This design comes from an exercise in tuning for small area on the open sky130 flow, not from production work.
RTL that was checked went through simulation tests only; none was proved equivalent to the original.
No functional check of the RTL was part of run 7.
No activity file was given, so power comes from the tool's default toggle rates.

### flow/config.mk
export PLATFORM = sky130hd
export DESIGN_NAME = driver_top
export DESIGN_NICKNAME = driver_top
export VERILOG_FILES = /design/flow/design.v
export SDC_FILE = /design/flow/constraint.sdc
export NUM_CORES = 4
export LEC_CHECK = 0
export CAP_MARGIN = 20
export CORE_MARGIN = 2
export CORE_UTILIZATION = 70
export SLEW_MARGIN = 20
export SYNTH_HIERARCHICAL = 1
export BUFFER_PORTS_ARGS = -buffer_cell sky130_fd_sc_hd__buf_1
export CTS_ARGS = -sink_clustering_enable -repair_clock_nets -sink_clustering_size 30 -sink_clustering_max_diameter 60 -buf_list sky130_fd_sc_hd__clkbuf_16 -dont_use_dummy_load
### flow/standard.sh
#!/bin/bash
# synth_recipe.tcl (not shown) runs the flow's synth.tcl, then flattens the netlist and writes it again
# the make line also repeats each setting of config.mk as NAME=value (left out here)
make -C /OpenROAD-flow-scripts/flow DESIGN_CONFIG=/design/flow/config.mk WORK_HOME=/design/flow/orfs CLKGATE_MAP_FILE= SYNTH_SCRIPT=/design/flow/synth_recipe.tcl "${@:-finish}"
### flow/flow/run.sh
#!/bin/bash
set -e
cat >> config.mk <<'EOF'
export BUFFER_PORTS_ARGS = -buffer_cell sky130_fd_sc_hd__buf_1
export CTS_ARGS = -sink_clustering_enable -repair_clock_nets -sink_clustering_size 30 -sink_clustering_max_diameter 60 -buf_list sky130_fd_sc_hd__clkbuf_16 -dont_use_dummy_load
EOF
bash standard.sh > standard.log 2>&1
### flow/constraint.sdc
create_clock -name core_clock -period 4.0 [get_ports {clock}]
set_input_delay 0.8000 -clock core_clock [delete_from_list [all_inputs] [get_ports {clock}]]
set_output_delay 0.8000 -clock core_clock [all_outputs]
set_load 0.01 [all_outputs]
### flow/design.v
`default_nettype none
package driver_pkg;
  localparam int NUM_DRIVERS = 10;
  localparam int MEM_LENGTH  = 48;
  localparam int PIN_W       = 2;
endpackage
`default_nettype wire
`timescale 1ns/1ps
`default_nettype none
module driver_top (
  input  logic        clock,
  input  logic        reset_i,
  input  logic        sclk_i,
  input  logic        mosi_i,
  input  logic        ss_n_i,
  input  logic        control_trigger_i,
  input  logic        latch_data_i,
  output logic [19:0] driver_io_o,
  output logic [19:0] driver_oeb_o,
  output logic        update_cycle_complete_o
);
  logic ss_n_m, sclk_m, mosi_m, trig_m, latch_m;
  logic ss_n_s, sclk_s, mosi_s, trig_s, latch_s;
  logic sclk_prev, ss_n_prev, trig_prev, latch_prev;
  always_ff @(posedge clock) begin
    ss_n_m <= ss_n_i; sclk_m <= sclk_i; mosi_m <= mosi_i;
    trig_m <= control_trigger_i; latch_m <= latch_data_i;
    ss_n_s <= ss_n_m; sclk_s <= sclk_m; mosi_s <= mosi_m;
    latch_s <= latch_m;
    sclk_prev <= sclk_s; ss_n_prev <= ss_n_s;
    trig_prev <= trig_s; latch_prev <= latch_s;
  end
  always_ff @(posedge clock) begin
    if (reset_i) trig_s <= 1'b0;
    else         trig_s <= trig_m;
  end
  logic sclk_rise, frame_end, trig_rise, latch_rise;
  assign sclk_rise  = sclk_s & ~sclk_prev;
  assign frame_end  = ss_n_s & ~ss_n_prev;
  assign trig_rise  = trig_s & ~trig_prev;
  assign latch_rise = latch_s & ~latch_prev;
  logic [5:0] bit_cnt;
  logic [7:0] c_oi;
  logic [5:0] c_addr, c_dat;
  logic [3:0] c_opc, c_idx;
  always_ff @(posedge clock) begin
    if (reset_i || ss_n_s) begin
      bit_cnt <= '0;
    end else if (sclk_rise && bit_cnt != 6'd63) begin
      bit_cnt <= bit_cnt + 1'b1;
    end
  end
  always_ff @(posedge clock) begin
    if (sclk_rise) begin
      if (bit_cnt[5:3] == 3'b000)
        c_oi <= {c_oi[6:0], mosi_s};
      if (bit_cnt[5:3] == 3'b001 && (bit_cnt[2] || bit_cnt[1]))
        c_addr <= {c_addr[4:0], mosi_s};
      if (bit_cnt[5:3] == 3'b011 && (bit_cnt[2] || bit_cnt[1]))
        c_dat <= {c_dat[4:0], mosi_s};
    end
  end
  assign c_opc = c_oi[7:4];
  assign c_idx = c_oi[3:0];
  localparam logic [1:0] T_NONE = 2'd0, T_WR = 2'd1, T_INV = 2'd2, T_LEN = 2'd3;
  logic       w_valid;
  logic [1:0] w_typ;
  logic [3:0] w_idx;
  logic [5:0] w_x;
  logic [1:0] w_dat;
  logic       take;
  logic       word_in;
  logic       c_idx_ok;
  logic [1:0] c_typ;
  logic [5:0] c_lm1;
  assign word_in  = frame_end && !w_valid && bit_cnt == 6'd32;
  assign c_idx_ok = c_idx < 4'd10;
  assign c_lm1    = (c_dat == 6'd0 || c_dat > 6'd48) ? 6'd47 : c_dat - 1'b1;
  always_comb begin
    c_typ = T_NONE;
    if (c_opc == 4'd1 && c_idx_ok && c_addr < 6'd48) c_typ = T_WR;
    if (c_opc == 4'd2 && c_idx_ok)                   c_typ = T_INV;
    if (c_opc == 4'd3)                               c_typ = T_LEN;
  end
  always_ff @(posedge clock) begin
    if (reset_i) begin
      w_valid <= 1'b0;
    end else if (w_valid) begin
      if (take) w_valid <= 1'b0;
    end else if (word_in) begin
      w_valid <= 1'b1;
    end
  end
  always_ff @(posedge clock) begin
    if (word_in) begin
      w_typ <= c_typ;
      w_idx <= c_idx;
      w_x   <= (c_opc == 4'd3) ? c_lm1 : c_addr;
      w_dat <= c_dat[1:0];
    end
  end
  logic       clear_active;
  logic [2:0] u_hi, u_lo;
  logic       play;
  logic [5:0] pa;            
  logic [5:0] lm1;           
  logic [9:0] inv;
  assign take = w_valid & ~clear_active & ~play;
  logic [2:0] u_hi_nx, u_lo_nx;
  always_comb begin
    u_lo_nx = u_lo + 1'b1;
    u_hi_nx = u_hi;
    if (u_lo == 3'd7) u_hi_nx = (u_hi == 3'd5) ? 3'd0 : u_hi + 1'b1;
    if (reset_i) begin
      u_lo_nx = '0;
      u_hi_nx = '0;
    end
  end
  always_ff @(posedge clock) begin
    u_hi <= u_hi_nx;
    u_lo <= u_lo_nx;
    if (reset_i) begin
      clear_active <= 1'b1;
    end else if (u_lo == 3'd7 && u_hi == 3'd5) begin
      clear_active <= 1'b0;
    end
  end
  always_ff @(posedge clock) begin
    if (reset_i) begin
      lm1 <= 6'd47;
    end else if (take) begin
      if (w_typ == T_LEN) lm1 <= w_x;
    end
  end
  always_ff @(posedge clock) begin
    for (int g = 0; g < 10; g++) begin
      if (reset_i || (take && w_typ == T_INV && w_idx == 4'(g))) inv[g] <= w_dat[0] & ~reset_i;
    end
  end
  logic       play_nx, done_nx;
  logic [5:0] pa_nx;
  always_comb begin
    play_nx = play;
    pa_nx   = pa;
    done_nx = 1'b0;
    if (!play) begin
      if (trig_rise) play_nx = 1'b1;
    end else if (latch_rise) begin
      if (pa == lm1) begin
        play_nx = 1'b0;
        pa_nx   = '0;
        done_nx = 1'b1;
      end else begin
        pa_nx = pa + 1'b1;
      end
    end
    if (reset_i) begin
      play_nx = 1'b0;
      pa_nx   = '0;
      done_nx = 1'b0;
    end
  end
  always_ff @(posedge clock) begin
    play                    <= play_nx;
    pa                      <= pa_nx;
    update_cycle_complete_o <= done_nx;
  end
  logic       acc_wr, w_pend;
  logic       s_valid;
  logic [3:0] s_ch;
  logic [5:0] s_addr;
  logic [1:0] s_dat;
  logic       s_hit, s_load;
  logic       s_lag;         
  assign s_hit  = s_valid && s_addr == {u_hi, u_lo};
  assign s_load = (acc_wr | w_pend) & ~s_valid & ~s_lag;
  always_ff @(posedge clock) begin
    if (reset_i) begin
      acc_wr  <= 1'b0;
      w_pend  <= 1'b0;
      s_valid <= 1'b0;
      s_lag   <= 1'b0;
    end else begin
      acc_wr  <= take && w_typ == T_WR;
      w_pend  <= (acc_wr | w_pend) & ~s_load;
      s_valid <= s_load | (s_valid & ~s_hit);
      s_lag   <= s_hit;
    end
  end
  always_ff @(posedge clock) begin
    if (s_load) begin
      s_ch   <= w_idx;
      s_addr <= w_x;
      s_dat  <= w_dat;
    end
  end
  logic [959:0] ring;
  logic [19:0]  head;
  logic [9:0] head_we, head_keep;
  logic [1:0] head_dat;
  always_comb begin
    head_dat = clear_active ? 2'b00 : s_dat;
    for (int g = 0; g < 10; g++) head_we[g] = clear_active | (s_hit && s_ch == 4'(g));
    head_keep = ~head_we;
  end
  for (genvar l = 0; l < 20; l++) begin : g_head
    ao22 i_head (
      .a0 (head_we[l/2]),   .b0 (head_dat[l%2]),
      .a1 (head_keep[l/2]), .b1 (ring[l]),
      .y  (head[l])
    );
  end
  always_ff @(posedge clock) begin
    ring <= {head, ring[959:20]};
  end
  logic [3:0]  lo_diff;
  logic [2:0]  pos_lo;
  logic [3:0]  hi_diff;
  logic [2:0]  pos_hi;
  logic [2:0]  ev_hi;
  logic [1:0]  ev_lo;
  logic [23:0] sel;
  assign lo_diff = {1'b0, pa_nx[2:0]} - {1'b0, u_lo_nx};
  assign pos_lo  = lo_diff[2:0];
  assign hi_diff = {1'b0, pa_nx[5:3]} - {1'b0, u_hi_nx} - {3'b0, lo_diff[3]};
  assign pos_hi  = hi_diff[3] ? 3'(hi_diff + 4'd6) : hi_diff[2:0];
  assign ev_lo   = pos_lo[2:1] + {1'b0, pos_lo[0]};
  assign ev_hi   = (pos_lo == 3'd7) ? ((pos_hi == 3'd5) ? 3'd0 : pos_hi + 1'b1) : pos_hi;
  logic [5:0] hi_sel_n;
  logic [3:0] lo_sel_n;
  logic       q_odd;
  always_ff @(posedge clock) begin
    for (int h = 0; h < 6; h++) hi_sel_n[h] <= ev_hi != 3'(h);
    for (int l = 0; l < 4; l++) lo_sel_n[l] <= ev_lo != 2'(l);
    q_odd <= pos_lo[0];
  end
  for (genvar r = 0; r < 24; r++) begin : g_sel
    nor2 i_sel (.a (hi_sel_n[r / 4]), .b (lo_sel_n[r % 4]), .y (sel[r]));
  end
  logic       en;
  logic [9:0] k_rd, k_w, k_s, inv_e;
  logic [9:0] w_m, s_m;
  logic       w_at_pa, s_at_pa;
  logic [19:0] io_d, rd, pf;
  assign en      = play & ~reset_i;
  assign w_at_pa = w_pend & (w_x == pa);
  assign s_at_pa = (s_valid | s_lag) & (s_addr == pa);
  always_comb begin
    for (int g = 0; g < 10; g++) begin
      w_m[g]   = w_at_pa & (w_idx == 4'(g));
      s_m[g]   = s_at_pa & (s_ch == 4'(g));
      k_rd[g]  = en & ~w_m[g] & ~s_m[g];
      k_w[g]   = en & w_m[g];
      k_s[g]   = en & ~w_m[g] & s_m[g];
      inv_e[g] = en & inv[g];
    end
  end
  for (genvar l = 0; l < 20; l++) begin : g_lane
    logic [7:0] grp_n;
    for (genvar j = 0; j < 8; j++) begin : g_grp
      aoi222 i_aoi (
        .a0 (sel[3*j]),   .b0 (ring[20*(6*j)     + l]),
        .a1 (sel[3*j+1]), .b1 (ring[20*(6*j + 2) + l]),
        .a2 (sel[3*j+2]), .b2 (ring[20*(6*j + 4) + l]),
        .y  (grp_n[j])
      );
    end
    assign rd[l] = ~&grp_n;
    lane_out i_out (
      .rd    (q_odd ? pf[l] : rd[l]),
      .k_rd  (k_rd[l/2]),
      .k_w   (k_w[l/2]),
      .w_d   (w_dat[l%2]),
      .k_s   (k_s[l/2]),
      .s_d   (s_dat[l%2]),
      .inv_e (inv_e[l/2]),
      .d     (io_d[l])
    );
  end
  always_ff @(posedge clock) begin
    pf <= rd;
  end
  logic oeb_q;
  always_ff @(posedge clock) begin
    driver_io_o <= io_d;
    oeb_q       <= ~en;
  end
  assign driver_oeb_o = {20{oeb_q}};
endmodule
module aoi222 (
  input  logic a0, b0, a1, b1, a2, b2,
  output logic y
);
  assign y = ~((a0 & b0) | (a1 & b1) | (a2 & b2));
endmodule
`default_nettype wire
module lane_out (
  input  logic rd,
  input  logic k_rd, k_w, w_d, k_s, s_d, inv_e,
  output logic d
);
  logic val_n;
  aoi222 i_sel (
    .a0 (k_rd), .b0 (rd),
    .a1 (k_w),  .b1 (w_d),
    .a2 (k_s),  .b2 (s_d),
    .y  (val_n)
  );
  assign d = ~(val_n ^ inv_e);
endmodule
module nor2 (
  input  logic a, b,
  output logic y
);
  assign y = ~(a | b);
endmodule
module ao22 (
  input  logic a0, b0, a1, b1,
  output logic y
);
  assign y = (a0 & b0) | (a1 & b1);
endmodule
==> qor.yml, run 1 <==
cts:
  max-clock-path-buffers: 3
  clk_latency_ns: 0.62
  clk_pin_slew_worst_paths_ns: 0.11
  cts.sinks: 1114
  cts_made_buffers: 46
  cts_tree: "built"
  cts-root-buf: "clkbuf_16"
  cts_max_level: 2
  ctsHoldBuffers: 0
synthesis:
  synth_top_area_share_pct: 74.9
  yosysTopAreaCell: "dfxtp_1"
  synth_top_family_by_area: "compound AO/OA/AOI/OAI gates"
  ys_ff_latch: 1114
  synth_fa_ha_area_share_pct: 0.831
  synth_nets: 1883
  ys_warn_count: 7
  yosysSeqAreaShare_pct: 80.8
  synth-edff-count: 56
  synth_area_um2: 28300
  async_reset_ff_share_pct: 0
  netlist_instances: 1859
  synthDistinctLibCells: 55
  synth_flop_cell: "dfxtp_1"
  synth_simple_gate_area_share_pct: 5.65
  synth.area.top_cells: "dfxtp_1, a222oi_1, edfxtp_1"
  synthMuxAreaShare_pct: 0.902
  synth_compound_area_share_pct: 8.66
  synthXorXnorAreaFrac_pct: 1.95
  syn_area_per_cell_um2: 15.2
detailed_routing:
  routed_wirelength_um: 59200
  drc: 0
  drt_pass1_iterations: 6
  viasPerCell: 5.97
  drtIter0Drc: 1891
  drtAntennaViolNets: 0
  vias: 14816
  wire_per_inst_um: 23.9
layout:
  n_antenna_cell: 0
  post-route-util_pct: 76.3
  syn_to_final_growth_pct: 7.42
  drive_above_1_share_pct: 8.18
  multi_input_area_um2: 5110
  register_area_um2: 22900
  fill_cells: 2443
  final_nets: 1981
global_route:
  grt_usage_pct: 28.6
  overflow: 0
  busiest_layer: "met2"
  grt_max_degree: 31
  grt_pass1_wl_um: 89200
  grt_pass1_vias: 14865
  antenna_found_initial: 1
  met2_usage_pct: 45.9
  gr-usage-met3_pct: 3.82
  use_met1_pct: 40.4
hold_path:
  hold_class: "reg2reg"
timing:
  slew_viol_final: 0
  setup_viol: 0
  final_hold_viol_count: 0
  slew_headroom_pct: 22.9
  period_share_pct: 93.7
  fin_ws_ns: 0.253
  finalCriticalPeriod_ns: 3.75
  skew_ns: 0.0624
  worst_pin_slew_ns: 1.15
  max_freq_mhz: 267
  whs_ns: 0.279
floorplan:
  fp.coreArea_um2: 39800
  die-height_um: 205
  die-area_um2: 42000
  floorplan.initialDensity_pct: 71.1
  die_w_um: 205
  std_cell_rows: 73
  ios: 48
place:
  place_congestion: 0.849
  dp_hpwl_um: 36900
  numPortBuffers: 47
  pre_cts_slack_ns: 0.0519
run:
  drv_cap: 0
power_and_ir_drop:
  p_switching_w: 0.00352
  irDropWorstVdd_mv: 0.510
  sw_frac_of_total_pct: 20.7
  p_total_w: 0.0170
  p_comb_share_pct: 3.0
  leakage_nw: 11.6
  seqPwrFrac_pct: 66.8
  powerDensity_nw_per_um2: 558
  p_clk_share_pct: 30.2
  cell_internal_pwr_w: 0.0134
worst_setup_path:
  cp-end-kind: "flip-flop"
  required_ns: 4.50
  crit_path_max_incr_delay_ns: 0.48
  crit_chain: "xor2_1 -> nor4_2 -> nand2_1 -> nand3_1 -> a21oi_1 -> ha_1 -> a21o_1 -> a21o_1 -> fa_1 -> inv_1 -> fa_2 -> and3b_1 -> a21oi_1 -> o311ai_1 -> a22o_1 -> a32oi_1"
  crit_fanout: 5
  cp.arrival_ns: 4.24
  cp-start-kind: "flip-flop"
  slowest_stage: "fa_2"
  critPathKind: "reg2reg"
status:
  status: "finished clean"
## synth_stat cells, types with 12 or more instances
library cell and number:
a22o_1 22, nand4_1 44, xor2_1 25, dfxtp_1 1058, nand2_1 29, clkbuf_1 17, nand3_1 12, buf_4 20
a21o_1 13, or2_2 31, nor3_1 18, ha_1 14, mux2_2 20, and2_1 13, xnor2_1 36, a21oi_1 15
a222oi_1 180, nor2_1 105, inv_1 28, nor2b_1 12, o21ai_0 14, edfxtp_1 56, nand2b_1 13
## timing repair
item                                    in CTS  in global routing
endpoints found under the setup margin       0                  3
resized for setup                            0                  2
buffers inserted                             0                  2
## cell type report
class	count	share of cell area (%)
flip-flops and latches	1114	75.2
repair buffers	92	1.69
inverters	28	0.346
multi-input cells	675	16.8
well taps	525	2.16
clock buffers	46	3.79
## modules after synthesis (local to each module, per instance)
module | flip-flops and latches | copies in the design
ao22 | 0 | 20
lane_out | 0 | 20
driver_top | 1114 | 1
aoi222 | 0 | 180
nor2 | 0 | 24
## cells by family after synthesis
group,after synthesis
and+or+nand+nor,306
AOI/OAI and AO/OA,267
DFF,1114
buffers and inverters,70
xor gates and xnor gates,62
muxes,23
adders and majority gates,17
## layout by cell type, fill, tap and decap left out, types with 14 or more instances in the layout
cell type,synthesis,final
mux2_2,20,20
dfxtp_1,1058,1058
a22o_1,22,22
ha_1,14,14
clkbuf_16,0,46
o21ai_0,14,14
edfxtp_1,56,56
nor3_1,18,18
a222oi_1,180,180
buf_4,20,45
xnor2_1,36,36
nand2_1,29,29
buf_1,0,47
or2_2,31,31
nor2_1,105,101
nand4_1,44,44
inv_1,28,28
a21oi_1,15,15
xor2_1,25,25
## worst max-delay path, delay by kind of cell, from the launching register on
family / cells / cell delay [ns]
compound gates: 7 / 1.15
buf+inv: 1 / 0.10
flops: 1 / 0.32
xor+xnor: 1 / 0.17
fa+ha+maj: 3 / 1.14
simple gates: 4 / 0.79
## power by group through the flow
| stage | logic (W) | registers (W) | clock network, W |
|---|---|---|---|
| after CTS | 0.000492 | 0.0113 | 0.00521 |
| after global placement | 0.000479 | 0.0116 | 0 |
| after global routing | 0.000529 | 0.0113 | 0.00556 |
| after floorplan | 0.000253 | 0.0115 | 0 |
| final | 0.000513 | 0.0113 | 0.00513 |
| after detailed placement | 0.000486 | 0.0116 | 0 |
## worst paths after layout
check,start,to,slack (ns),cells after the start
worst max-delay path,lm1[2],hi_sel_n[4],0.25,16
worst min-delay path,ring[31],ring[11],0.28,0
worst max register to register,lm1[2],hi_sel_n[4],0.25,16
worst min register to register,ring[31],ring[11],0.28,0
## layer usage
layer / wire (µm) / up-vias / share of wire (%)
li1: - / 6869 / -
met1: 25600 / 7304 / 43
met2: 27900 / 539 / 47
met3: 3980 / 104 / 6.7
met4: 1770 / 0 / 3.0
met5: 0 / - / 0
## state kept, by name (all words and copies together) (netlist names), 8 cells and up
name,cells
driver_io_o,20
ring,960
pf,20
inv,10
c_oi,8
## metrics by stage
| step | instances | cell area [µm²] | setup TNS [ns] |
|---|---|---|---|
| floorplan | 1859 | 28300 | 0 |
| global placement | 2432 | 29200 | 0 |
| detailed placement | 2432 | 29200 | 0 |
| CTS | 2478 | 30400 | 0 |
| global route | 2480 | 30400 | -0.000998 |
| finish | 2480 | 30400 | 0 |
==> run 2, diff against run 1 <==
==> flow/flow/run.sh (replaced) <==
#!/bin/bash
set -e
cat >> config.mk <<'EOF'
export BUFFER_PORTS_ARGS = -buffer_cell sky130_fd_sc_hd__buf_1
export CTS_ARGS = -sink_clustering_enable -repair_clock_nets -sink_clustering_size 35 -sink_clustering_max_diameter 55 -buf_list sky130_fd_sc_hd__clkbuf_16 -dont_use_dummy_load
EOF
bash standard.sh > standard.log 2>&1
--- a/flow/config.mk
+++ b/flow/config.mk
@@ -13,2 +13,2 @@
 export BUFFER_PORTS_ARGS = -buffer_cell sky130_fd_sc_hd__buf_1
-export CTS_ARGS = -sink_clustering_enable -repair_clock_nets -sink_clustering_size 30 -sink_clustering_max_diameter 60 -buf_list sky130_fd_sc_hd__clkbuf_16 -dont_use_dummy_load
+export CTS_ARGS = -sink_clustering_enable -repair_clock_nets -sink_clustering_size 35 -sink_clustering_max_diameter 55 -buf_list sky130_fd_sc_hd__clkbuf_16 -dont_use_dummy_load
==> run 2 against run 1 <==
Die area did not move. Largest cell class unchanged. Maximum frequency up 0.64%. Highest routed layer unchanged. Sequential power barely moved. First-iteration DRC count rose by 4.5%. Cell count hardly changed. Largest power group unchanged. Still clean on timing, DRC and antenna. Clock skew about the same.
==> qor.yml, run 2 <==
floorplan:
  die_w_um: 205
  ios: 48
  floorplan.initialDensity_pct: 71.1
  fp.coreArea_um2: 39800
  std_cell_rows: 73
  die-height_um: 205
  die-area_um2: 42000
synthesis:
  yosysTopAreaCell: "dfxtp_1"
  syn_area_per_cell_um2: 15.2
  ys_ff_latch: 1114
  yosysSeqAreaShare_pct: 80.8
  synth.most_common_cell: "dfxtp_1"
  synth_top_area_share_pct: 74.9
  synthDistinctLibCells: 55
  synth-edff-count: 56
  ys_warn_count: 7
  synthTopCellsByCount: "dfxtp_1, a222oi_1, nor2_1"
  netlist_instances: 1859
  synth_nets: 1883
  async_reset_ff_share_pct: 0
  synth_flop_cell: "dfxtp_1"
  synth.area.top_cells: "dfxtp_1, a222oi_1, edfxtp_1"
  synth_area_um2: 28300
layout:
  largest_reg_flops: 960
  n_antenna_cell: 0
  final_common_cell: "dfxtp_1"
  drive_above_1_share_pct: 8.28
  final_cell_mix: "dfxtp_1, a222oi_1, nor2_1, edfxtp_1, clkbuf_16"
  top_regs: "ring (960), driver_io_o (20), pf (20)"
  syn_to_final_growth_pct: 7.60
  final_nets: 1983
  regMostFlops: "ring"
  post-route-util_pct: 76.5
detailed_routing:
  routed_wirelength_um: 59300
  drc: 0
  viasPerCell: 5.99
  drtAntennaViolNets: 0
  drt_pass1_iterations: 9
  wire_per_inst_um: 23.9
  vias: 14856
  drtIter0Drc: 1976
timing:
  max_freq_mhz: 269
  period_share_pct: 93.1
  fin_ws_ns: 0.277
  rsz0062_at_grt: "false"
  skew_ns: 0.0622
  final_hold_viol_count: 0
  slew_headroom_pct: 22.9
  fin_setup_tns_ns: 0
  finalCriticalPeriod_ns: 3.72
  slew_viol_final: 0
  whs_ns: 0.265
  worst_pin_slew_ns: 1.15
  setup_viol: 0
power_and_ir_drop:
  leakage_nw: 11.7
  irDropWorstVdd_mv: 0.494
  powerDensity_nw_per_um2: 561
cts:
  cts_max_level: 2
  clk_latency_ns: 0.63
  cts.sinks: 1114
  clk_pin_slew_worst_paths_ns: 0.12
  ctsHoldBuffers: 0
  cts_tree: "built"
  max-clock-path-buffers: 3
  cts_made_buffers: 48
  cts-root-buf: "clkbuf_16"
global_route:
  grt_pass1_vias: 14757
  antenna_found_initial: 2
  grt_max_degree: 36
  grt_usage_pct: 28.5
  grt_pass1_wl_um: 88800
  overflow: 0
worst_setup_path:
  startpoint: "lm1[2]"
  reg2reg_from: "lm1[2]"
  cp.arrival_ns: 4.23
  cp-end-kind: "flip-flop"
  crit_fanout: 5
  critPathKind: "reg2reg"
  cp-start-kind: "flip-flop"
  required_ns: 4.51
place:
  place_congestion: 0.849
  dp_hpwl_um: 36900
  pre_cts_slack_ns: 0.0519
  numPortBuffers: 47
status:
  status: "finished clean"
hold_path:
  hp-start: "ring[31]"
  hold_class: "reg2reg"
run:
  drv_cap: 0
## run 2: final timing paths
kind | slack, ns | cells after the start | to
setup reg to reg | 0.28 | 16 | hi_sel_n[4]
setup / recovery | 0.28 | 16 | hi_sel_n[4]
hold / removal | 0.27 | 0 | ring[11]
hold reg to reg | 0.27 | 0 | ring[11]
## run 2: modules after synthesis, one instance, submodules excluded
module,area [µm²],times used,flip-flops and latches
driver_top,26100,1,1114
aoi222,10.0,180,0
ao22,8.76,20,0
lane_out,8.76,20,0
nor2,3.75,24,0
## run 2: critical path: stages, from the launching register on
cell and delay (ns):
dfxtp_1 0.32, xor2_1 0.18, nor4_2 0.33, nand2_1 0.14, nand3_1 0.11, a21oi_1 0.09, ha_1 0.28, a21o_1 0.15
a21o_1 0.18, fa_1 0.38, inv_1 0.10, fa_2 0.48, and3b_1 0.21, a21oi_1 0.14, o311ai_1 0.15, a22o_1 0.26
a32oi_1 0.16
## run 2: final cells by class
type,instances,area [µm²]
clock buffers,48,1200
fillers,2425,9380
inverters,28,105
multi-input cells,675,5110
flip-flops and latches,1114,22900
well taps,525,657
repair buffers,92,514
## run 2: through the flow
stage / power (W) / instance area, µm² / cells
final: 0.0171 / 30400 / 2482
after floorplan: 0.0118 / 28300 / 1859
after global placement: 0.0120 / 29200 / 2432
after global routing: 0.0175 / 30400 / 2482
after CTS: 0.0171 / 30400 / 2480
after detailed placement: 0.0121 / 29200 / 2432
## run 2: kinds of logic after synthesis
family / Yosys count / synth area share [%]
AOI/OAI and AO/OA: 267 / 8.66
xor gates and xnor gates: 62 / 1.95
adders and majority gates: 17 / 0.831
buffers and inverters: 70 / 1.22
DFF: 1114 / 80.8
muxes: 23 / 0.902
and+or+nand+nor: 306 / 5.65
## run 2: timing repair
action / CTS / global route
buffers inserted: 0 / 2
endpoints found under the setup margin: 0 / 3
gates resized for setup: 0 / 2
## run 2: where the power goes
part	internal, W	switching [W]
logic	0.000134	0.000379
clock network	0.00215	0.00308
registers	0.0112	0.0000842
total	0.0135	0.00354
## run 2: per-layer routing
layer,track usage [%],up-vias,share of wire (%)
met5,0,-,0
met4,11.2,0,3.7
met3,5.00,121,7.6
met2,44.4,562,46
met1,40.3,7304,43
li1,-,6869,-
==> run 3, diff against run 2 <==
--- a/flow/design.v
+++ b/flow/design.v
@@ -43,3 +43,4 @@
   logic [7:0] c_oi;
-  logic [5:0] c_addr, c_dat;
+  logic [5:0] c_x;
+  logic [1:0] c_d;
   logic [3:0] c_opc, c_idx;
@@ -56,6 +57,7 @@
         c_oi <= {c_oi[6:0], mosi_s};
-      if (bit_cnt[5:3] == 3'b001 && (bit_cnt[2] || bit_cnt[1]))
-        c_addr <= {c_addr[4:0], mosi_s};
-      if (bit_cnt[5:3] == 3'b011 && (bit_cnt[2] || bit_cnt[1]))
-        c_dat <= {c_dat[4:0], mosi_s};
+      if ((bit_cnt[5:3] == 3'b001 || (bit_cnt[5:3] == 3'b011 && c_opc == 4'd3)) &&
+          (bit_cnt[2] || bit_cnt[1]))
+        c_x <= {c_x[4:0], mosi_s};
+      if (bit_cnt[5:1] == 5'b01111)
+        c_d <= {c_d[0], mosi_s};
     end
@@ -77,6 +79,6 @@
   assign c_idx_ok = c_idx < 4'd10;
-  assign c_lm1    = (c_dat == 6'd0 || c_dat > 6'd48) ? 6'd47 : c_dat - 1'b1;
+  assign c_lm1    = (c_x == 6'd0 || c_x > 6'd48) ? 6'd47 : c_x - 1'b1;
   always_comb begin
     c_typ = T_NONE;
-    if (c_opc == 4'd1 && c_idx_ok && c_addr < 6'd48) c_typ = T_WR;
+    if (c_opc == 4'd1 && c_idx_ok && c_x < 6'd48)    c_typ = T_WR;
     if (c_opc == 4'd2 && c_idx_ok)                   c_typ = T_INV;
@@ -97,4 +99,4 @@
       w_idx <= c_idx;
-      w_x   <= (c_opc == 4'd3) ? c_lm1 : c_addr;
-      w_dat <= c_dat[1:0];
+      w_x   <= (c_opc == 4'd3) ? c_lm1 : c_x;
+      w_dat <= c_d;
     end
==> flow/flow/run.sh (replaced) <==
#!/bin/bash
set -e
cat >> config.mk <<'EOF'
export BUFFER_PORTS_ARGS = -buffer_cell sky130_fd_sc_hd__buf_1
export CTS_ARGS = -sink_clustering_enable -repair_clock_nets -sink_clustering_size 30 -sink_clustering_max_diameter 60 -buf_list sky130_fd_sc_hd__clkbuf_16 -dont_use_dummy_load
EOF
bash standard.sh > standard.log 2>&1
--- a/flow/config.mk
+++ b/flow/config.mk
@@ -13,2 +13,2 @@
 export BUFFER_PORTS_ARGS = -buffer_cell sky130_fd_sc_hd__buf_1
-export CTS_ARGS = -sink_clustering_enable -repair_clock_nets -sink_clustering_size 35 -sink_clustering_max_diameter 55 -buf_list sky130_fd_sc_hd__clkbuf_16 -dont_use_dummy_load
+export CTS_ARGS = -sink_clustering_enable -repair_clock_nets -sink_clustering_size 30 -sink_clustering_max_diameter 60 -buf_list sky130_fd_sc_hd__clkbuf_16 -dont_use_dummy_load
==> run 3 against run 2 <==
Utilization down 0.27 points. Die area down 0.42%. Total power down 0.71%. Combinational power down 2%. Clock skew about the same. Setup slack worse by 0.084 ns. Clock-buffer cell count down 1. Non-clock buffer count down 4. Highest routed layer is now met5. Global-route usage about the same. Synthesized area down 0.42%. Still clean. Synthesized cell count down 0.27%. Flip-flop and latch count down 4.
==> qor.yml, run 3 <==
worst_setup_path:
  critPathKind: "reg2reg"
  required_ns: 4.54
  crit_fanout: 5
  cp.arrival_ns: 4.35
  startpoint: "pa[2]"
  reg2regPathDepth: 16
  cp-start-kind: "flip-flop"
  cp-end-kind: "flip-flop"
  ff2ff_setup_slack_ns: 0.19
  reg2reg_from: "pa[2]"
  r2r-end: "hi_sel_n[4]"
synthesis:
  synth.area.top_cells: "dfxtp_1, a222oi_1, edfxtp_1"
  synth-edff-count: 52
  async_reset_ff_share_pct: 0
  synth_simple_gate_area_share_pct: 5.62
  synthMuxAreaShare_pct: 0.941
  synthTopCellsByCount: "dfxtp_1, a222oi_1, nor2_1"
  syn_area_per_cell_um2: 15.2
  synth_flop_cell: "dfxtp_1"
  synthDistinctLibCells: 56
  ys_warn_count: 7
  synth_top_area_share_pct: 75.2
  yosysTopAreaCell: "dfxtp_1"
  synth_compound_area_share_pct: 8.75
  synth.most_common_cell: "dfxtp_1"
  synth_fa_ha_area_share_pct: 0.835
  netlist_instances: 1854
  synth_top_family_by_area: "compound AO/OA/AOI/OAI gates"
  synthXorXnorAreaFrac_pct: 1.89
  ys_ff_latch: 1110
  yosysSeqAreaShare_pct: 80.7
  synth_area_um2: 28200
  synth_nets: 1878
layout:
  top_regs: "ring (960), driver_io_o (20), pf (20)"
  regMostFlops: "ring"
  drive_above_1_share_pct: 8.12
  largest_reg_flops: 960
  multi_input_area_um2: 5100
  final_cell_mix: "dfxtp_1, a222oi_1, nor2_1, edfxtp_1"
  fill_cells: 2360
  register_area_um2: 22700
  final_common_cell: "dfxtp_1"
  syn_to_final_growth_pct: 7.43
  final_nets: 1972
cts:
  max-clock-path-buffers: 3
  cts.sinks: 1110
  clk_latency_ns: 0.62
  cts_max_level: 2
  cts_tree: "built"
  clk_pin_slew_worst_paths_ns: 0.10
  cts-root-buf: "clkbuf_16"
  ctsHoldBuffers: 0
  cts_made_buffers: 47
detailed_routing:
  vias: 14794
  met3_length_um: 4130
  wire_per_inst_um: 24.1
  wl_met1_um: 26300
  top_layer: "met5"
  drt_pass1_iterations: 6
  drc: 0
  dr_wl_met2_um: 27400
  drtAntennaViolNets: 0
  viasPerCell: 5.98
  routed_wirelength_um: 59600
  drtIter0Drc: 1713
global_route:
  antenna_found_initial: 2
  grt_max_degree: 31
  grt_pass1_vias: 14568
  overflow: 0
  grt_pass1_wl_um: 88500
  grt_usage_pct: 28.6
timing:
  finalCriticalPeriod_ns: 3.81
  slew_headroom_pct: 26.5
  period_share_pct: 95.2
  skew_ns: 0.0618
  final_hold_viol_count: 0
  slew_viol_final: 0
  fin_ws_ns: 0.193
  max_freq_mhz: 263
  worst_pin_slew_ns: 1.10
  setup_viol: 0
power_and_ir_drop:
  irDropWorstVdd_mv: 0.445
  powerDensity_nw_per_um2: 560
  p_total_w: 0.0170
  leakage_nw: 11.6
hold_path:
  hp-start: "ring[542]"
  holdPathStages: 0
  hold_class: "reg2reg"
  hold_end: "ring[522]"
floorplan:
  std_cell_rows: 73
  die-area_um2: 41900
  floorplan.initialDensity_pct: 70.9
  die_w_um: 205
  die-height_um: 205
  fp.coreArea_um2: 39700
  ios: 48
place:
  place_congestion: 0.908
  numPortBuffers: 47
  pre_cts_slack_ns: 0.00915
  dp_hpwl_um: 36700
status:
  status: "finished clean"
run:
  drv_cap: 0
run 3: cell types whose count changed after synthesis, moves of 2 or more:
cell,delta
nor2_1,-4
xnor2_1,-3
a21oi_1,-3
a31oi_1,+3
nor3_1,+3
nand2b_1,-2
edfxtp_1,-4
run 3: kinds of logic after synthesis:
group | count (synthesis)
AO/OA/AOI/OAI | 269
XOR/XNOR | 60
adder cells (fa/ha/maj) | 17
buffers and inverters | 72
flip-flops | 1110
multiplexers | 24
AND/OR/NAND/NOR | 302
run 3: where the power goes:
group          leakage, nW  total (W)  switching (W)  internal, W
clock network        0.579    0.00517        0.00306      0.00211
logic                 2.01   0.000502       0.000369     0.000132
registers             9.02     0.0113      0.0000837       0.0112
run 3: layout make-up:
type	count	share of cell area, %
Sequential cell	1110	75.1
Inverter	29	0.360
Tap cell	525	2.17
Multi-Input combinational cell	672	16.8
Timing Repair Buffer	88	1.60
Clock buffer	47	3.89
Antenna cell	1	0.00827
run 3: per-module statistics from Yosys (local to each module, per instance):
module	times used	area, µm²	cells	flops+latches
nor2	24	3.75	1	0
driver_top	1	25900	1610	1110
ao22	20	8.76	1	0
aoi222	180	10.0	1	0
lane_out	20	8.76	1	0
run 3: routing by layer:
metal / vias to the layer above / GRT usage (%)
li1: 6844 / -
met1: 7326 / 40.8
met2: 525 / 45.2
met3: 97 / 4.57
met4: 2 / 9.03
met5: - / 0
run 3: worst max-delay path, stage by stage (launching register included):
cell      delay [ns]
dfxtp_1         0.33
xor2_1          0.15
nor4_2          0.36
nand2_1         0.15
nand3_1         0.11
a21oi_1         0.11
ha_1            0.30
a21o_1          0.17
a21o_1          0.19
fa_1            0.38
inv_1           0.10
fa_2            0.49
and3b_1         0.22
a21oi_1         0.14
o311ai_1        0.16
a22o_1          0.29
a32oi_1         0.14
run 3: how the worst max path moves through the flow:
stage	to	cells past startpoint
final	hi_sel_n[4]	16
after global routing	hi_sel_n[4]	16
after CTS	hi_sel_n[4]	16
after detailed placement	hi_sel_n[4]	13
after global placement	hi_sel_n[4]	13
after floorplan	hi_sel_n[4]	15
run 3: timing repair:
action | in CTS | in global routing
setup buffers | 0 | 1
endpoints found under the hold margin | 0 | 0
gates resized for setup | 0 | 2
setup endpoints to repair | 0 | 5
run 3: stage by stage:
stage                     std cells  utilization [%]  hold WS (ns)  setup TNS [ns]  cell area [µm²]
after floorplan                1854                -         0.310               0            28200
after global placement         2423             73.2         0.310               0            29100
after detailed placement       2423             73.2         0.312               0            29100
after CTS                      2470             76.1         0.261               0            30300
after global routing           2471             76.2         0.268         -0.0448            30300
final                          2472             76.2         0.277               0            30300
==> run 4, diff against run 3 <==
--- a/flow/design.v
+++ b/flow/design.v
@@ -76,6 +76,4 @@
   logic [1:0] c_typ;
-  logic [5:0] c_lm1;
   assign word_in  = frame_end && !w_valid && bit_cnt == 6'd32;
   assign c_idx_ok = c_idx < 4'd10;
-  assign c_lm1    = (c_x == 6'd0 || c_x > 6'd48) ? 6'd47 : c_x - 1'b1;
   always_comb begin
@@ -99,3 +97,3 @@
       w_idx <= c_idx;
-      w_x   <= (c_opc == 4'd3) ? c_lm1 : c_x;
+      w_x   <= c_x;
       w_dat <= c_d;
@@ -133,3 +131,3 @@
     end else if (take) begin
-      if (w_typ == T_LEN) lm1 <= w_x;
+      if (w_typ == T_LEN) lm1 <= (w_x == 6'd0 || w_x > 6'd48) ? 6'd47 : w_x - 1'b1;
     end
==> run 4 against run 3 <==
Clock power increased by 3%. Synthesized area decreased by 0.26%. Wire length decreased by 0.12%. Cell area decreased by 0.16%. Flip-flop and latch count unchanged. Clock skew increased by 0.0050 ns. Synthesized cell count decreased by 1.1%. Sequential power about the same. Die area decreased by 0.25%. Cell count decreased by 0.81%. Critical path type unchanged. Largest cell class unchanged. Largest power group unchanged.
==> qor.yml, run 4 <==
status:
  status: "finished clean"
synthesis:
  synth.area.top_cells: "dfxtp_1, a222oi_1, edfxtp_1"
  ys_ff_latch: 1110
  syn_area_per_cell_um2: 15.3
  async_reset_ff_share_pct: 0
  netlist_instances: 1833
  yosysSeqAreaShare_pct: 80.9
  synth_flop_cell: "dfxtp_1"
  yosysTopAreaCell: "dfxtp_1"
  synthTopCellsByCount: "dfxtp_1, a222oi_1, nor2_1"
  synthDistinctLibCells: 54
  synth_top_area_share_pct: 75.4
  ys_warn_count: 7
  synth-edff-count: 52
  synth.most_common_cell: "dfxtp_1"
  synth_area_um2: 28100
  synth_nets: 1857
floorplan:
  die-area_um2: 41800
  die_w_um: 204
  die-height_um: 204
  floorplan.initialDensity_pct: 70.9
  ios: 48
  fp.coreArea_um2: 39600
  std_cell_rows: 73
timing:
  final_hold_viol_count: 0
  slew_viol_final: 0
  fin_setup_tns_ns: 0
  period_share_pct: 94.6
  setup_viol: 0
  fin_ws_ns: 0.215
  rsz0062_at_grt: "false"
  finalCriticalPeriod_ns: 3.79
  max_freq_mhz: 264
  worst_pin_slew_ns: 1.14
  skew_ns: 0.0668
  slew_headroom_pct: 24.0
global_route:
  grt_pass1_vias: 14666
  met2_usage_pct: 45.7
  antenna_found_initial: 1
  grt_pass1_wl_um: 88700
  grt_max_degree: 31
  grt_usage_pct: 28.6
  use_met1_pct: 40.6
  gr-usage-met3_pct: 3.78
  overflow: 0
  busiest_layer: "met2"
place:
  place_congestion: 0.837
  dp_hpwl_um: 36000
  numPortBuffers: 47
  pre_cts_slack_ns: 0.156
detailed_routing:
  vias: 14656
  drtIter0Drc: 1870
  viasPerCell: 5.98
  routed_wirelength_um: 59500
  wire_per_inst_um: 24.3
  drt_pass1_iterations: 9
  drc: 0
  drtAntennaViolNets: 0
layout:
  drive_above_1_share_pct: 7.94
  final_common_cell: "dfxtp_1"
  syn_to_final_growth_pct: 7.54
  regMostFlops: "ring"
  final_nets: 1953
  final_cell_mix: "dfxtp_1, a222oi_1, nor2_1, edfxtp_1, clkbuf_16"
  top_regs: "ring (960), driver_io_o (20), pf (20)"
  fill_cells: 2409
  n_antenna_cell: 0
  largest_reg_flops: 960
cts:
  cts_tree: "built"
  cts.sinks: 1110
  cts_made_buffers: 49
  cts-root-buf: "clkbuf_16"
  ctsHoldBuffers: 0
  clk_latency_ns: 0.63
  clk_pin_slew_worst_paths_ns: 0.09
  max-clock-path-buffers: 3
  cts_max_level: 2
worst_setup_path:
  slowest_stage: "fa_1"
  crit_path_max_incr_delay_ns: 0.39
  cpMostUsedCell: "nand2_1"
  path_buf_inv: 0
  crit_fanout: 5
  cp-end-kind: "flip-flop"
  cp-start-kind: "flip-flop"
  required_ns: 4.43
  cp.arrival_ns: 4.22
  crit_chain: "xor2_1 -> nor4_2 -> nand2_1 -> nand2_1 -> nor2_1 -> a21oi_1 -> nor2_2 -> ha_1 -> a21o_1 -> a21o_1 -> fa_1 -> ha_1 -> nand2_1 -> or3_1 -> and3_4 -> xnor2_2 -> nand3_1"
  critPathKind: "reg2reg"
  ff2ff_setup_slack_ns: 0.21
  crit_family: "simple AND/OR/NAND/NOR gates"
hold_path:
  hold_class: "in2reg"
run:
  drv_cap: 0
power_and_ir_drop:
  irDropWorstVdd_mv: 0.520
  powerDensity_nw_per_um2: 565
  leakage_nw: 11.6
==> run 4: logic make-up after synthesis <==
| kind of cell | after synthesis | synth area share, % |
|---|---|---|
| compound gates | 271 | 8.81 |
| xor+xnor | 61 | 1.93 |
| fa+ha+maj | 17 | 0.837 |
| buf+inv | 68 | 1.26 |
| flops | 1110 | 80.9 |
| mux | 22 | 0.873 |
| simple gates | 284 | 5.37 |
==> run 4: area by class of cell <==
type / count / area [µm²] / share of cell area, %
inverter: 28 / 105 / 0.348
tap: 525 / 657 / 2.17
multi-input combinational: 655 / 5030 / 16.6
timing repair buffer: 85 / 462 / 1.53
clock buffer: 49 / 1230 / 4.06
sequential: 1110 / 22700 / 75.3
==> run 4: path summary, 6_finish.rpt <==
path                 end      start  cells past startpoint
min reg2reg    ring[925]  ring[945]                      0
max          hi_sel_n[1]     lm1[4]                     17
min               ss_n_m     ss_n_i                      1
max reg2reg  hi_sel_n[1]     lm1[4]                     17
==> run 4: routing by layer <==
layer / wire, µm / share of wire [%]
met2: 27700 / 47
met3: 3790 / 6.4
met4: 1740 / 2.9
met1: 26300 / 44
met5: 0 / 0
==> run 4: per-module statistics from Yosys (local to each module, per instance) <==
module	area, µm²	copies in the design
lane_out	8.76	20
ao22	8.76	20
aoi222	10.0	180
driver_top	25900	1
nor2	3.75	24
==> run 4: where the power goes <==
part	internal (W)	switching, W
Combinational	0.000127	0.000367
Sequential	0.0112	0.0000731
Clock	0.00220	0.00312
==> run 4: metrics by stage <==
stage               utilization [%]  cell area [µm²]  total power [W]  cells  hold slack (ns)
finish                         76.2            30200           0.0171   2452            0.288
global route                   76.2            30200           0.0175   2452            0.277
CTS                            76.2            30200           0.0171   2452            0.260
detailed placement             73.1            29000           0.0120   2403            0.312
global placement               73.1            29000           0.0120   2403            0.310
floorplan                         -            28100           0.0117   1833            0.310
==> run 4: timing repair <==
item,in CTS,in global routing
setup buffers,0,0
hold endpoints to repair,0,0
setup endpoints to repair,0,6
resized for setup,0,2
==> run 5, diff against run 4 <==
--- a/flow/design.v
+++ b/flow/design.v
@@ -41,3 +41,3 @@
   assign latch_rise = latch_s & ~latch_prev;
-  logic [5:0] bit_cnt;
+  logic [5:0] bit_cnt;       
   logic [7:0] c_oi;
@@ -49,3 +49,3 @@
       bit_cnt <= '0;
-    end else if (sclk_rise && bit_cnt != 6'd63) begin
+    end else if (sclk_rise && !(bit_cnt[5] && bit_cnt[0])) begin
       bit_cnt <= bit_cnt + 1'b1;
@@ -76,3 +76,3 @@
   logic [1:0] c_typ;
-  assign word_in  = frame_end && !w_valid && bit_cnt == 6'd32;
+  assign word_in  = frame_end && !w_valid && bit_cnt[5] && !bit_cnt[0];
   assign c_idx_ok = c_idx < 4'd10;
==> run 5 against run 4 <==
Clock power decreased by 3%. Register-to-register slack better by 0.10 ns. Cell area is 0.30% lower. Maximum frequency increased by 2.8%. Global-route usage shrank 0.26 points. Largest power group unchanged. Synthesized cell count shrank 0.11%.
==> qor.yml, run 5 <==
status:
  status: "finished clean"
worst_setup_path:
  worst-path-stages: 19
  cp-start-kind: "flip-flop"
  path_buf_inv: 0
  reg2regPathDepth: 19
  critPathKind: "reg2reg"
  slowest_stage: "fa_1"
  endpoint: "hi_sel_n[0]"
  cp-end-kind: "flip-flop"
  crit_path_max_incr_delay_ns: 0.38
  ff2ff_setup_slack_ns: 0.32
  crit_fanout: 5
  startpoint: "lm1[3]"
  cpMostUsedCell: "a21o_1"
  cp.arrival_ns: 4.12
  reg2reg_from: "lm1[3]"
  crit_family: "simple AND/OR/NAND/NOR gates"
  crit_chain: "xor2_1 -> nor4_2 -> nand2_1 -> nand2_1 -> nor2_1 -> a21oi_1 -> nor2_1 -> ha_1 -> a21o_1 -> a21o_1 -> fa_1 -> ha_1 -> nand2b_1 -> nor3_1 -> a21o_1 -> a21oi_2 -> and3_4 -> xnor2_2 -> a32oi_1"
  required_ns: 4.44
  r2r-end: "hi_sel_n[0]"
layout:
  fin_area_um2: 30100
  final_nets: 1950
  top_regs: "ring (960), driver_io_o (20), pf (20)"
  post-route-util_pct: 76.0
  syn_to_final_growth_pct: 7.39
  regMostFlops: "ring"
  drive_above_1_share_pct: 7.90
  largest_reg_flops: 960
  final_common_cell: "dfxtp_1"
  final_cell_mix: "dfxtp_1, a222oi_1, nor2_1, edfxtp_1"
  n_antenna_cell: 0
  stdcell_count: 2450
timing:
  period_share_pct: 92.0
  final_hold_viol_count: 0
  setup_viol: 0
  fin_ws_ns: 0.318
  skew_ns: 0.0864
  worst_pin_slew_ns: 1.07
  fin_setup_tns_ns: 0
  slew_headroom_pct: 28.3
  rsz0062_at_grt: "false"
  finalCriticalPeriod_ns: 3.68
  max_freq_mhz: 272
  slew_viol_final: 0
synthesis:
  synthTopCellsByCount: "dfxtp_1, a222oi_1, nor2_1"
  synth_top_area_share_pct: 75.5
  synth_nets: 1854
  yosysSeqAreaShare_pct: 81.1
  synthDistinctLibCells: 54
  synth_flop_cell: "dfxtp_1"
  synth_area_um2: 28100
  ys_ff_latch: 1110
  netlist_instances: 1831
  synth-edff-count: 52
  syn_area_per_cell_um2: 15.3
  synth.area.top_cells: "dfxtp_1, a222oi_1, edfxtp_1"
  yosysTopAreaCell: "dfxtp_1"
  ys_warn_count: 7
  async_reset_ff_share_pct: 0
  synth.most_common_cell: "dfxtp_1"
detailed_routing:
  drc: 0
  routed_wirelength_um: 58800
  viasPerCell: 5.96
  vias: 14600
  drtAntennaViolNets: 0
  drt_pass1_iterations: 7
  wire_per_inst_um: 24.0
  drtIter0Drc: 1650
place:
  place_congestion: 0.869
  dpl.cell_count: 2402
  numPortBuffers: 47
  placed_cell_area_um2: 28900
  dp_hpwl_um: 36200
  pre_cts_slack_ns: 0.178
global_route:
  grt_max_degree: 31
  grt_pass1_wl_um: 88200
  antenna_found_initial: 1
  grt_usage_pct: 28.4
  grt_pass1_vias: 14418
  overflow: 0
cts:
  max-clock-path-buffers: 3
  cts_tree: "built"
  cts_made_buffers: 47
  cts-root-buf: "clkbuf_16"
  cts.sinks: 1110
  clk_latency_ns: 0.62
  clk_pin_slew_worst_paths_ns: 0.11
  cts_max_level: 2
floorplan:
  std_cell_rows: 73
  fp.coreArea_um2: 39600
  ios: 48
  die-area_um2: 41700
  die-height_um: 204
  die_w_um: 204
  floorplan.initialDensity_pct: 70.8
hold_path:
  hold_class: "reg2reg"
power_and_ir_drop:
  powerDensity_nw_per_um2: 562
  leakage_nw: 11.6
  irDropWorstVdd_mv: 0.522
run:
  drv_cap: 0
-- run 5: cell type report --
cell class                 count  area, µm²
tap                          525        657
sequential                  1110      22700
fill                        2407       9510
clock buffer                  47       1180
multi-input combinational    657       5000
inverter                      27        101
timing repair buffer          84        454
-- run 5: cell families (layout without fill, tap and decap cells) --
family | after synthesis | in the layout | synth area share, %
AO/OA/AOI/OAI | 270 | 270 | 8.74
XOR/XNOR | 59 | 59 | 1.87
adder cells (fa/ha/maj) | 16 | 16 | 0.794
buffers and inverters | 64 | 158 | 1.18
flip-flops | 1110 | 1110 | 81.1
multiplexers | 22 | 22 | 0.874
AND/OR/NAND/NOR | 290 | 290 | 5.49
-- run 5: timing repair --
item	CTS	global route
setup endpoints to repair	0	6
hold buffers	0	0
resized for setup	0	3
buffers inserted	0	1
-- run 5: worst register-to-register path: stages, from the launching register on --
cell and delay, ns:
dfxtp_1 0.32, xor2_1 0.16, nor4_2 0.34, nand2_1 0.14
nand2_1 0.09, nor2_1 0.04, a21oi_1 0.12, nor2_1 0.09
ha_1 0.30, a21o_1 0.15, a21o_1 0.18, fa_1 0.38
ha_1 0.19, nand2b_1 0.18, nor3_1 0.16, a21o_1 0.12
a21oi_2 0.04, and3_4 0.21, xnor2_2 0.22, a32oi_1 0.14
-- run 5: worst min-delay path by stage --
| stage | slack, ns | from | depth (start not counted) | to |
|---|---|---|---|---|
| 3_3_place_gp | 0.31 | ring[77] | 0 | ring[57] |
| 4_1_cts | 0.28 | control_trigger_i | 1 | trig_m |
| 6_report | 0.29 | ring[268] | 0 | ring[248] |
| 3_5_place_dp | 0.31 | ring[307] | 0 | ring[287] |
| 2_1_floorplan | 0.31 | latch_m | 0 | latch_s |
| 5_1_grt | 0.28 | control_trigger_i | 1 | trig_m |
-- run 5: power by group --
| group | switching, W | internal [W] | total [W] |
|---|---|---|---|
| combinational | 0.000354 | 0.000127 | 0.000480 |
| sequential | 0.0000777 | 0.0112 | 0.0113 |
| clock | 0.00307 | 0.00211 | 0.00518 |
-- run 5: metal layers --
layer / vias to the layer above / share of wire [%] / GRT usage (%)
li1: 6779 / - / -
met1: 7241 / 45 / 40.6
met3: 93 / 6.5 / 4.19
met5: - / 0 / 0
met4: 0 / 2.6 / 8.93
met2: 487 / 46 / 45.0
-- run 5: metrics by stage --
step / total power (W) / hold WS, ns
6_report: 0.0169 / 0.291
5_1_grt: 0.0174 / 0.282
4_1_cts: 0.0170 / 0.279
3_5_place_dp: 0.0120 / 0.312
3_3_place_gp: 0.0120 / 0.310
2_1_floorplan: 0.0117 / 0.310
-- run 5: per-module statistics from Yosys, one instance, submodules excluded --
module / times used / area, µm² / cells
ao22: 20 / 8.76 / 1
nor2: 24 / 3.75 / 1
lane_out: 20 / 8.76 / 1
driver_top: 1 / 25800 / 1587
aoi222: 180 / 10.0 / 1
==> run 6, diff against run 5 <==
--- a/flow/design.v
+++ b/flow/design.v
@@ -230,3 +230,3 @@
   logic [3:0] lo_sel_n;
-  logic       q_odd;
+  logic       q_odd, q_even;
   always_ff @(posedge clock) begin
@@ -234,6 +234,9 @@
     for (int l = 0; l < 4; l++) lo_sel_n[l] <= ev_lo != 2'(l);
-    q_odd <= pos_lo[0];
+    q_odd  <= pos_lo[0];
+    q_even <= ~pos_lo[0];
   end
+  logic [23:0] sel_b;
   for (genvar r = 0; r < 24; r++) begin : g_sel
-    nor2 i_sel (.a (hi_sel_n[r / 4]), .b (lo_sel_n[r % 4]), .y (sel[r]));
+    nor2 i_sel_a (.a (hi_sel_n[r / 4]), .b (lo_sel_n[r % 4]), .y (sel[r]));
+    nor2 i_sel_b (.a (hi_sel_n[r / 4]), .b (lo_sel_n[r % 4]), .y (sel_b[r]));
   end
@@ -261,5 +264,5 @@
       aoi222 i_aoi (
-        .a0 (sel[3*j]),   .b0 (ring[20*(6*j)     + l]),
-        .a1 (sel[3*j+1]), .b1 (ring[20*(6*j + 2) + l]),
-        .a2 (sel[3*j+2]), .b2 (ring[20*(6*j + 4) + l]),
+        .a0 (l < 10 ? sel[3*j]   : sel_b[3*j]),   .b0 (ring[20*(6*j)     + l]),
+        .a1 (l < 10 ? sel[3*j+1] : sel_b[3*j+1]), .b1 (ring[20*(6*j + 2) + l]),
+        .a2 (l < 10 ? sel[3*j+2] : sel_b[3*j+2]), .b2 (ring[20*(6*j + 4) + l]),
         .y  (grp_n[j])
@@ -268,4 +271,6 @@
     assign rd[l] = ~&grp_n;
+    logic rd_q;
+    ao22 i_rdq (.a0 (q_odd), .b0 (pf[l]), .a1 (q_even), .b1 (rd[l]), .y (rd_q));
     lane_out i_out (
-      .rd    (q_odd ? pf[l] : rd[l]),
+      .rd    (rd_q),
       .k_rd  (k_rd[l/2]),
==> run 6 against run 5 <==
Non-clock buffer count down 22. Still clean. Largest power group unchanged. Utilization down 0.45 points. Die area up 0.25%. First-iteration DRC count up 9.0%. Cell area down 0.36%. Clock-buffer cell count down 1. Critical endpoint is now hi_sel_n[4].
==> qor.yml, run 6 <==
synthesis:
  syn_area_per_cell_um2: 15.2
  synthDistinctLibCells: 53
  synth_area_um2: 28100
  ys_ff_latch: 1111
  ys_warn_count: 7
  netlist_instances: 1854
  synth_top_area_share_pct: 75.4
  synth_nets: 1877
  yosysTopAreaCell: "dfxtp_1"
  yosysSeqAreaShare_pct: 80.9
  async_reset_ff_share_pct: 0
  synth-edff-count: 52
  synth.most_common_cell: "dfxtp_1"
  synth_flop_cell: "dfxtp_1"
  synth.area.top_cells: "dfxtp_1, a222oi_1, edfxtp_1"
  synthTopCellsByCount: "dfxtp_1, a222oi_1, nor2_1"
worst_setup_path:
  cp.arrival_ns: 4.24
  critPathKind: "reg2reg"
  ff2ff_setup_slack_ns: 0.25
  r2r-end: "hi_sel_n[4]"
  cp-start-kind: "flip-flop"
  reg2regPathDepth: 17
  required_ns: 4.49
  cp-end-kind: "flip-flop"
  crit_fanout: 3
  reg2reg_from: "lm1[3]"
detailed_routing:
  drc: 0
  wire_per_inst_um: 23.5
  drt_pass1_iterations: 8
  viasPerCell: 5.97
  routed_wirelength_um: 57500
  drtIter0Drc: 1799
  drtAntennaViolNets: 0
  vias: 14643
global_route:
  grt_pass1_vias: 14739
  grt_usage_pct: 27.8
  grt_pass1_wl_um: 87200
  grt_max_degree: 31
  overflow: 0
  antenna_found_initial: 0
place:
  numPortBuffers: 47
  placed_cell_area_um2: 28800
  place_congestion: 0.836
  dp_hpwl_um: 37500
cts:
  cts.sinks: 1111
  cts_tree: "built"
  max-clock-path-buffers: 3
  cts-root-buf: "clkbuf_16"
  clk_pin_slew_worst_paths_ns: 0.10
  clk_latency_ns: 0.62
  cts_made_buffers: 46
  cts_max_level: 2
power_and_ir_drop:
  powerDensity_nw_per_um2: 564
  p_total_w: 0.0169
  leakage_nw: 11.4
  irDropWorstVdd_mv: 0.527
timing:
  slew_viol_final: 0
  period_share_pct: 93.8
  setup_viol: 0
  slew_headroom_pct: 20.5
  max_freq_mhz: 267
  rsz0062_at_grt: "false"
  worst_pin_slew_ns: 1.19
  final_hold_viol_count: 0
  skew_ns: 0.0680
  fin_setup_tns_ns: 0
  finalCriticalPeriod_ns: 3.75
run:
  drv_cap: 0
layout:
  final_common_cell: "dfxtp_1"
  largest_reg_flops: 960
  top_regs: "ring (960), driver_io_o (20), pf (20)"
  fin_area_um2: 30000
  drive_above_1_share_pct: 5.66
  regMostFlops: "ring"
  n_antenna_cell: 0
  final_nets: 1951
  syn_to_final_growth_pct: 6.73
  final_cell_mix: "dfxtp_1, a222oi_1, nor2_1, edfxtp_1, buf_1"
hold_path:
  hold_class: "reg2reg"
  hp-start: "ring[21]"
  holdPathStages: 0
  hold_end: "ring[1]"
floorplan:
  floorplan.initialDensity_pct: 70.8
  die-height_um: 204
  die_w_um: 204
  ios: 48
  die-area_um2: 41800
  std_cell_rows: 73
  fp.coreArea_um2: 39700
status:
  status: "finished clean"
## run 6: changes by cell type after synthesis, sizes merged, moves of 3 or more
cell,change
xnor2,-3
nor2,+25
mux2,-20
a22o,+20
xor2,+3
nor3,-3
## run 6: layout make-up
| class | count | area, µm² |
|---|---|---|
| tap | 525 | 657 |
| clock buffer | 46 | 1150 |
| timing repair buffer | 62 | 289 |
| inverter | 27 | 101 |
| multi-input combinational | 680 | 5060 |
| sequential | 1111 | 22800 |
| fill | 2452 | 9710 |
## run 6: what timing repair did
action | CTS | global route
hold buffers | 0 | 0
setup buffers | 0 | 1
cloned | 0 | 0
resized for setup | 1 | 4
pin swaps | 0 | 2
endpoints found under the setup margin | 5 | 6
hold endpoints to repair | 0 | 0
## run 6: worst max-delay path by stage
stage | start | end | depth (start not counted)
final | lm1[3] | hi_sel_n[4] | 17
after floorplan | reset_i | hi_sel_n[0] | 13
after detailed placement | pa[5] | hi_sel_n[4] | 18
after global routing | lm1[3] | hi_sel_n[4] | 17
after global placement | pa[5] | hi_sel_n[0] | 18
after CTS | pa[5] | hi_sel_n[4] | 18
## run 6: layer usage
| layer | vias up | routed length (µm) | share of wire, % | GRT usage [%] |
|---|---|---|---|---|
| met5 | - | 0 | 0 | 0 |
| met4 | 0 | 1990 | 3.5 | 10.8 |
| met3 | 96 | 2800 | 4.9 | 3.08 |
| met2 | 459 | 28000 | 49 | 46.7 |
| met1 | 7248 | 24700 | 43 | 37.2 |
| li1 | 6840 | - | - | - |
## run 6: metrics by stage
stage | utilization, % | instances | worst slack (ns) | hold WS (ns)
final | 75.6 | 2451 | 0.248 | 0.276
after CTS | 75.5 | 2450 | 0.0288 | 0.267
after floorplan | - | 1854 | 0.278 | 0.310
after global placement | 72.6 | 2404 | 0.102 | 0.310
after global routing | 75.6 | 2451 | 0.0105 | 0.271
after detailed placement | 72.6 | 2404 | -0.0644 | 0.312
## run 6: critical path, stage by stage, from the launching register on
cell and delay (ns):
dfxtp_1 0.33, xor2_1 0.17, nor4_2 0.34, nand2_1 0.11
nand2_1 0.08, nor2_1 0.04, a21oi_1 0.12, nor2_1 0.10
ha_1 0.30, a21o_1 0.17, a21o_1 0.19, fa_1 0.39
ha_1 0.31, nand2_1 0.05, or3_1 0.35, and3_4 0.22
a22o_1 0.23, a32oi_2 0.19
## run 6: cells by family (layout without fill, tap and decap cells)
family	Yosys count	count (layout)	share of synthesized area [%]
AOI/OAI and AO/OA	292	292	9.40
buffers and inverters	63	135	1.21
and+or+nand+nor	311	311	5.74
DFF	1111	1111	80.9
xor gates and xnor gates	59	59	1.86
muxes	2	2	0.0712
adders and majority gates	16	16	0.792
## run 6: modules after synthesis (local to each module, per instance)
| module | cells | flops+latches | copies in the design |
|---|---|---|---|
| driver_top | 1566 | 1111 | 1 |
| aoi222 | 1 | 0 | 180 |
| ao22 | 1 | 0 | 40 |
| lane_out | 1 | 0 | 20 |
| nor2 | 1 | 0 | 48 |
## run 6: power by group
group          total [W]  switching (W)  internal [W]
logic           0.000453       0.000335      0.000119
clock network    0.00514        0.00307       0.00207
registers         0.0113       0.000124        0.0112
==> run 7, diff against run 6 <==
--- a/flow/design.v
+++ b/flow/design.v
@@ -41,3 +41,3 @@
   assign latch_rise = latch_s & ~latch_prev;
-  logic [5:0] bit_cnt;       
+  logic [5:0] bit_cnt;
   logic [7:0] c_oi;
@@ -49,3 +49,3 @@
       bit_cnt <= '0;
-    end else if (sclk_rise && !(bit_cnt[5] && bit_cnt[0])) begin
+    end else if (sclk_rise && bit_cnt != 6'd63) begin
       bit_cnt <= bit_cnt + 1'b1;
@@ -76,4 +76,6 @@
   logic [1:0] c_typ;
-  assign word_in  = frame_end && !w_valid && bit_cnt[5] && !bit_cnt[0];
+  logic [5:0] c_lm1;
+  assign word_in  = frame_end && !w_valid && bit_cnt == 6'd32;
   assign c_idx_ok = c_idx < 4'd10;
+  assign c_lm1    = (c_x == 6'd0 || c_x > 6'd48) ? 6'd47 : c_x - 1'b1;
   always_comb begin
@@ -97,3 +99,3 @@
       w_idx <= c_idx;
-      w_x   <= c_x;
+      w_x   <= (c_opc == 4'd3) ? c_lm1 : c_x;
       w_dat <= c_d;
@@ -131,3 +133,3 @@
     end else if (take) begin
-      if (w_typ == T_LEN) lm1 <= (w_x == 6'd0 || w_x > 6'd48) ? 6'd47 : w_x - 1'b1;
+      if (w_typ == T_LEN) lm1 <= w_x;
     end
@@ -230,3 +232,3 @@
   logic [3:0] lo_sel_n;
-  logic       q_odd, q_even;
+  logic       q_odd;
   always_ff @(posedge clock) begin
@@ -234,4 +236,3 @@
     for (int l = 0; l < 4; l++) lo_sel_n[l] <= ev_lo != 2'(l);
-    q_odd  <= pos_lo[0];
-    q_even <= ~pos_lo[0];
+    q_odd <= pos_lo[0];
   end
@@ -271,6 +272,4 @@
     assign rd[l] = ~&grp_n;
-    logic rd_q;
-    ao22 i_rdq (.a0 (q_odd), .b0 (pf[l]), .a1 (q_even), .b1 (rd[l]), .y (rd_q));
     lane_out i_out (
-      .rd    (rd_q),
+      .rd    (q_odd ? pf[l] : rd[l]),
       .k_rd  (k_rd[l/2]),
==> run 7 against run 6 <==
Still clean on timing, DRC and antenna. Clock-buffer cell count increased by 2. Sequential share of layout area decreased by 0.61 points. Utilization up 0.37 points. Global-route usage fell by 0.18 points. Worst hold slack improved by 0.012 ns. Non-clock buffer count increased by 5. Critical endpoint unchanged. Largest power group unchanged. Highest routed layer unchanged.
==> qor.yml, run 7 <==
status:
  status: "finished clean"
synthesis:
  synth-edff-count: 52
  yosysTopAreaCell: "dfxtp_1"
  synth_area_um2: 28300
  netlist_instances: 1878
  synth.area.top_cells: "dfxtp_1, a222oi_1, edfxtp_1"
  yosysSeqAreaShare_pct: 80.5
  synthTopCellsByCount: "dfxtp_1, a222oi_1, nor2_1"
  synthDistinctLibCells: 56
power_and_ir_drop:
  powerDensity_nw_per_um2: 563
  irDropWorstVdd_mv: 0.502
  leakage_nw: 11.5
worst_setup_path:
  cp.arrival_ns: 4.34
  reg2reg_from: "lm1[2]"
  required_ns: 4.54
  crit_path_max_incr_delay_ns: 0.47
  cp-end-kind: "flip-flop"
cts:
  clk_pin_slew_worst_paths_ns: 0.11
  cts_setup_buffers: 0
floorplan:
  die-area_um2: 42000
  fp.coreArea_um2: 39800
  die_w_um: 205
  ios: 48
place:
  placed_cell_area_um2: 29000
  pre_cts_slack_ns: 0.00866
  numPortBuffers: 47
detailed_routing:
  viasPerCell: 5.98
  routed_wirelength_um: 57500
  wire_per_inst_um: 23.2
  drtIter0Drc: 1845
layout:
  top_regs: "ring (960), driver_io_o (20), pf (20)"
  fin_area_um2: 30200
  post-route-util_pct: 75.9
  drive_above_1_share_pct: 7.18
  fill_cells: 2465
  multi_input_area_um2: 5200
  syn_to_final_growth_pct: 6.98
  final_common_cell: "dfxtp_1"
  final_cell_mix: "dfxtp_1, a222oi_1, nor2_1, edfxtp_1, clkbuf_16"
timing:
  slew_headroom_pct: 20.4
  slew_viol_final: 0
  fin_ws_ns: 0.195
  worst_pin_slew_ns: 1.19
global_route:
  grt_usage_pct: 27.6
  gr-usage-met3_pct: 4.12
  met2_usage_pct: 44.6
  grt_pass1_wl_um: 87100
hold_path:
  hp-start: "ring[37]"
  hold_class: "reg2reg"
run 7: changes by cell type after synthesis, moves of 4 or more:
cell / delta
mux2_2: +20
o21ai_0: +4
clkbuf_1: +7
a211o_1: +5
nor2_1: +10
a22o_1: -20
a21oi_1: -4
run 7: area by class of cell:
cell class	instances	share of cell area [%]
clock buffers	48	3.97
repair buffers	67	1.08
flip-flops and latches	1110	75.2
inverters	29	0.360
multi-input cells	696	17.2
well taps	525	2.17
run 7: cells by family (layout without fill, tap and decap cells):
group / count (synthesis) / count (layout) / synth area share, %
AO/OA/AOI/OAI: 269 / 269 / 8.72
XOR/XNOR: 60 / 60 / 1.89
adder cells (fa/ha/maj): 17 / 17 / 0.832
buffers and inverters: 72 / 144 / 1.24
flip-flops: 1110 / 1110 / 80.5
multiplexers: 24 / 24 / 0.938
AND/OR/NAND/NOR: 326 / 326 / 5.92
run 7: per-layer routing:
metal / vias up / share of wire (%)
met3: 110 / 6.0
met1: 7294 / 44
met5: - / 0
met4: 0 / 3.4
li1: 6879 / -
met2: 520 / 47
run 7: worst paths after layout:
check	to	slack (ns)	cells after the start
setup / recovery	hi_sel_n[4]	0.20	16
hold / removal	ring[17]	0.29	0
setup reg to reg	hi_sel_n[4]	0.20	16
hold reg to reg	ring[17]	0.29	0
run 7: per-stage QoR:
stage | setup TNS (ns) | total power [W]
floorplan | 0 | 0.0118
global placement | 0 | 0.0120
detailed placement | 0 | 0.0120
CTS | 0 | 0.0171
global route | -0.0126 | 0.0175
finish | 0 | 0.0170
run 7: worst max-delay path: cells and delay by family, from the launching register on:
family,cells,cell delay (ns)
buffers and inverters,1,0.09
AND/OR/NAND/NOR,4,0.92
XOR/XNOR,1,0.17
AO/OA/AOI/OAI,7,1.16
flip-flops,1,0.32
adder cells (fa/ha/maj),3,1.11
run 7: per-module statistics from Yosys, one instance, submodules excluded:
| module | cells inside | area (µm²) | copies in the design | flip-flops and latches |
|---|---|---|---|---|
| nor2 | 1 | 3.75 | 48 | 0 |
| driver_top | 1610 | 25900 | 1 | 1110 |
| lane_out | 1 | 8.76 | 20 | 0 |
| aoi222 | 1 | 10.0 | 180 | 0 |
| ao22 | 1 | 8.76 | 20 | 0 |
run 7: power breakdown:
part,total (W),switching (W),internal [W],leakage [nW]
Sequential,0.0113,0.000136,0.0112,9.02
Combinational,0.000474,0.000345,0.000129,1.93
Clock,0.00523,0.00307,0.00216,0.592
Total,0.0170,0.00355,0.0135,11.5

Re-timed with assumed drivers on the ports (clkbuf_16 on the clock, buf_2 on other inputs), run 7 has 0.195 ns of setup slack against 0.195 ns with ideal ports, and 0.167 ns once port delays also move by the mid clock arrival of 0.643 ns.
